From an optimization exercise on the open Yosys and OpenROAD flow, aimed at small area, a short achievable clock period and few clock cycles per item; shortcuts taken in it are not production practice. Only simulation tests tie the RTL to the original design; equivalence was not proved. Power figures rest on the tool's default switching activity, not on a simulated workload.

==> flow/design.v (excerpt) <==
module scalar_warp_core
(
    input  logic      clk,
    input  logic      reset,
    input  logic      instr_valid,
    input  isa_pkg::instr_t    instr,
    input  logic      result_credit,
    output logic      instr_credit,
    output logic      result_valid,
    output warp_types_pkg::reg_addr_t result_rd,
    output warp_types_pkg::data_t     result_data,
    output warp_types_pkg::data_t     warp_execution_mask
);
    logic [31:0] q0, q1;           
    logic        v0, v1;
    logic [3:0]  s1hi, s2hi;       
    logic [7:0]  s1lo, s2lo;
    logic [3:0]  s1hi_u, s2hi_u;   
    logic [7:0]  s1lo_u, s2lo_u;
    logic        e_v;
    logic [4:0]  e_rd;
    logic        e_we;
    logic [31:0] e_p, e_g;         
    logic        e_c;
    logic [4:0]  e_op;             
    logic        o_v;
    logic [4:0]  o_rd;
    logic        o_we;
    logic [31:0] o_d;
    logic [31:0] r_d;              
    logic [4:0]  r_rd;             
    logic [1:0]  credits;
    logic [7:0]  pc;
    logic        stall_r;          
    logic        send_r;           
    logic        efree_r;          
    logic        dgo_r;            
    logic        q0load_r;         
    logic        wen_r;            
    assign instr_credit = dgo_r;
    assign result_valid = send_r;
    assign result_rd    = r_rd;
    assign result_data  = r_d;
    function automatic logic f_use_a(input logic [3:0] op);
        f_use_a = (op >= 4'd1) && (op <= 4'd8);
    endfunction
    function automatic logic f_use_b(input logic [3:0] op);
        f_use_b = (op >= 4'd1) && (op <= 4'd7);
    endfunction
    function automatic logic f_we(input logic [31:0] w);
  ...
For scale: ~4500 cells after synthesis, about 1300 flip-flops, about 110 I/O pins, roughly 58000 um^2 of cells after synthesis.
==> flow/config.mk <==
export PLATFORM = sky130hd
export DESIGN_NAME = scalar_warp_core
export DESIGN_NICKNAME = scalar_warp_core
export VERILOG_FILES = /design/flow/design.v
export SDC_FILE = /design/flow/constraint.sdc
export NUM_CORES = 4
export LEC_CHECK = 0
export CAP_MARGIN = 20
export CORE_MARGIN = 2
export CORE_UTILIZATION = 40
export GPL_ROUTABILITY_DRIVEN = 1
export PLACE_DENSITY = 0.5
export SLEW_MARGIN = 20
==> flow/constraint.sdc <==
create_clock -name core_clock -period 14.0 [get_ports {clk}]
set_input_delay 2.8000 -clock core_clock [delete_from_list [all_inputs] [get_ports {clk}]]
set_output_delay 2.8000 -clock core_clock [all_outputs]
set_load 0.01 [all_outputs]
standard.sh (not shown) runs the stock make flow with config.mk's settings and CLKGATE_MAP_FILE= SYNTH_SCRIPT=/design/flow/synth_recipe.tcl, a recipe that flattens the netlist after the stock synthesis.
==> flow/flow/run.sh <==
#!/bin/bash
# The standard layout (the standard.sh, unchanged synthesis), with the
# timing repair steps aiming for a larger setup slack than the default.
set -euo pipefail
bash standard.sh SETUP_SLACK_MARGIN=10 finish > standard_flow.log 2>&1
Testbench counts at the start, summed over its fixed seeds: cycles 3,351, items 3,200.
Rerun with:
--- a/flow/design.v
+++ b/flow/design.v
@@ -110,22 +110,18 @@
     input  logic        clk,
     input  logic        reset,
     input  logic        wr_en,
     input  logic [4:0]  wr_addr,
     input  logic [31:0] wr_data,
     input  logic [3:0]  s1hi,       
     input  logic [7:0]  s1lo,       
     input  logic [3:0]  s2hi,
     input  logic [7:0]  s2lo,
-    input  logic [3:0]  s1hi_u,     
-    input  logic [7:0]  s1lo_u,
-    input  logic [3:0]  s2hi_u,
-    input  logic [7:0]  s2lo_u,
     output logic [31:0] rd1,
     output logic [31:0] rd2,
     output logic [31:0] mask
 );
     logic [31:0] regs [32];
     logic [31:0] vld;
     logic [31:0] r31;
     logic [31:0] we;
     always_comb begin
@@ -151,33 +147,29 @@
             assign vld[i] = v;
         end
     endgenerate
     always_ff @(posedge clk) begin
         if (reset) r31 <= '1;
         else if (we[31]) r31 <= wr_data;
     end
     assign vld[0]  = 1'b0;
     assign vld[31] = 1'b1;
-    logic [31:0] sel1, sel2, sel1_u, sel2_u;
+    logic [31:0] sel1, sel2;
     always_comb begin
         for (int k = 0; k < 32; k++) begin
-            sel1[k]   = s1hi[k >> 3] & s1lo[k & 7] & vld[k];
-            sel2[k]   = s2hi[k >> 3] & s2lo[k & 7] & vld[k];
-            sel1_u[k] = s1hi_u[k >> 3] & s1lo_u[k & 7] & vld[k];
-            sel2_u[k] = s2hi_u[k >> 3] & s2lo_u[k & 7] & vld[k];
+            sel1[k] = s1hi[k >> 3] & s1lo[k & 7] & vld[k];
+            sel2[k] = s2hi[k >> 3] & s2lo[k & 7] & vld[k];
         end
         rd1 = '0;
         rd2 = '0;
         for (int k = 1; k < 32; k++) begin
-            rd1[15:0]  = rd1[15:0]  | (regs[k][15:0]  & {16{sel1[k]}});
-            rd2[15:0]  = rd2[15:0]  | (regs[k][15:0]  & {16{sel2[k]}});
-            rd1[31:16] = rd1[31:16] | (regs[k][31:16] & {16{sel1_u[k]}});
-            rd2[31:16] = rd2[31:16] | (regs[k][31:16] & {16{sel2_u[k]}});
+            rd1 = rd1 | (regs[k] & {32{sel1[k]}});
+            rd2 = rd2 | (regs[k] & {32{sel2[k]}});
         end
     end
 endmodule
 `timescale 1ns/10ps
 `timescale 1ns/10ps
 module scalar_warp_core
 (
     input  logic      clk,
     input  logic      reset,
@@ -188,20 +180,18 @@
     output logic      result_valid,
     output warp_types_pkg::reg_addr_t result_rd,
     output warp_types_pkg::data_t     result_data,
     output warp_types_pkg::data_t     warp_execution_mask
 );
     logic [31:0] q0, q1;           
     logic        v0, v1;
     logic [3:0]  s1hi, s2hi;       
     logic [7:0]  s1lo, s2lo;
-    logic [3:0]  s1hi_u, s2hi_u;   
-    logic [7:0]  s1lo_u, s2lo_u;
     logic        e_v;
     logic [4:0]  e_rd;
     logic        e_we;
     logic [31:0] e_p, e_g;         
     logic        e_c;
     logic [4:0]  e_op;             
     logic        o_v;
     logic [4:0]  o_rd;
     logic        o_we;
@@ -314,39 +304,31 @@
     end
     logic [31:0] head_src;
     assign head_src = q0load_r ? q0_n : q0;
     always_ff @(posedge clk) begin
         if (q0load_r) q0 <= q0_n;
         s1hi <= 4'b0001 << head_src[22:21];
         s1lo <= 8'b00000001 << head_src[20:18];
         s2hi <= 4'b0001 << head_src[17:16];
         s2lo <= 8'b00000001 << head_src[15:13];
-        s1hi_u <= q0load_r ? 4'b0001 << q0_n[22:21] : s1hi;
-        s1lo_u <= q0load_r ? 8'b00000001 << q0_n[20:18] : s1lo;
-        s2hi_u <= q0load_r ? 4'b0001 << q0_n[17:16] : s2hi;
-        s2lo_u <= q0load_r ? 8'b00000001 << q0_n[15:13] : s2lo;
         if (q0load_r | ~v1) q1 <= instr;
     end
     logic [31:0] ra, rb;
     scalar_reg_file i_rf (
         .clk        (clk),
         .reset      (reset),
         .wr_en      (wen_r),
         .wr_addr    (o_rd),
         .wr_data    (o_d),
         .s1hi       (s1hi),
         .s1lo       (s1lo),
         .s2hi       (s2hi),
         .s2lo       (s2lo),
-        .s1hi_u     (s1hi_u),
-        .s1lo_u     (s1lo_u),
-        .s2hi_u     (s2hi_u),
-        .s2lo_u     (s2lo_u),
         .rd1        (ra),
         .rd2        (rb),
         .mask       (warp_execution_mask)
     );
     logic [31:0] ra_b, rb_b;
     assign ra_b = (o_v & o_we & (o_rd == rs1)) ? o_d : ra;
     assign rb_b = (o_v & o_we & (o_rd == rs2)) ? o_d : rb;
     logic [8:0] link_val;
     assign link_val = {1'b0, pc} + 9'd1;
The new run went through all stages and came out clean. Die area decreases slightly. Sequential power went down slightly. Routed wire length is lower by a few percent. Final area shrinks by a few percent. Via count came out lower by a few percent. Setup slack got worse by 0.068 ns. Sequential share of layout area rises by 0.45 points. Total power falls slightly. Core utilization stays flat. Clock-buffer cell count drops by 3. Synthesized cell count drops by a few percent.
Testbench counts after the change, summed over its fixed seeds: cycles 3,351, items 3,200.

-- what the ideal ports hide --
The results above use ideal ports. As a check the final layouts listed here were re-extracted and re-timed, cells and wires unchanged. Step 1 (the two cells are an assumption about what drives the block):
set clk [get_ports {clk}]
set_driving_cell -lib_cell sky130_fd_sc_hd__clkbuf_16 $clk
set_driving_cell -lib_cell sky130_fd_sc_hd__buf_2 [delete_from_list [all_inputs] $clk]
Step 2 moves the port delays by t, midway between the first and last clock arrival at a register: inputs arrive t later, outputs are due t later. That takes back most of the time a late clock gives input paths. Slacks: no drivers / after step 1 / after step 2; pairs: no drivers / after step 1.
run	t (ns)	setup slack, ns	slew at the worst register clock pin (ns)
the first run	0.873	9.825 / 9.785 / 9.290	0.07 / 0.07
the second run	0.849	9.757 / 9.757 / 9.350	0.07 / 0.07
After both steps setup and hold are still met in every run listed. The setup slack of the first run, which loses most, moves by -0.040 ns with the drivers and by -0.535 ns with both steps.
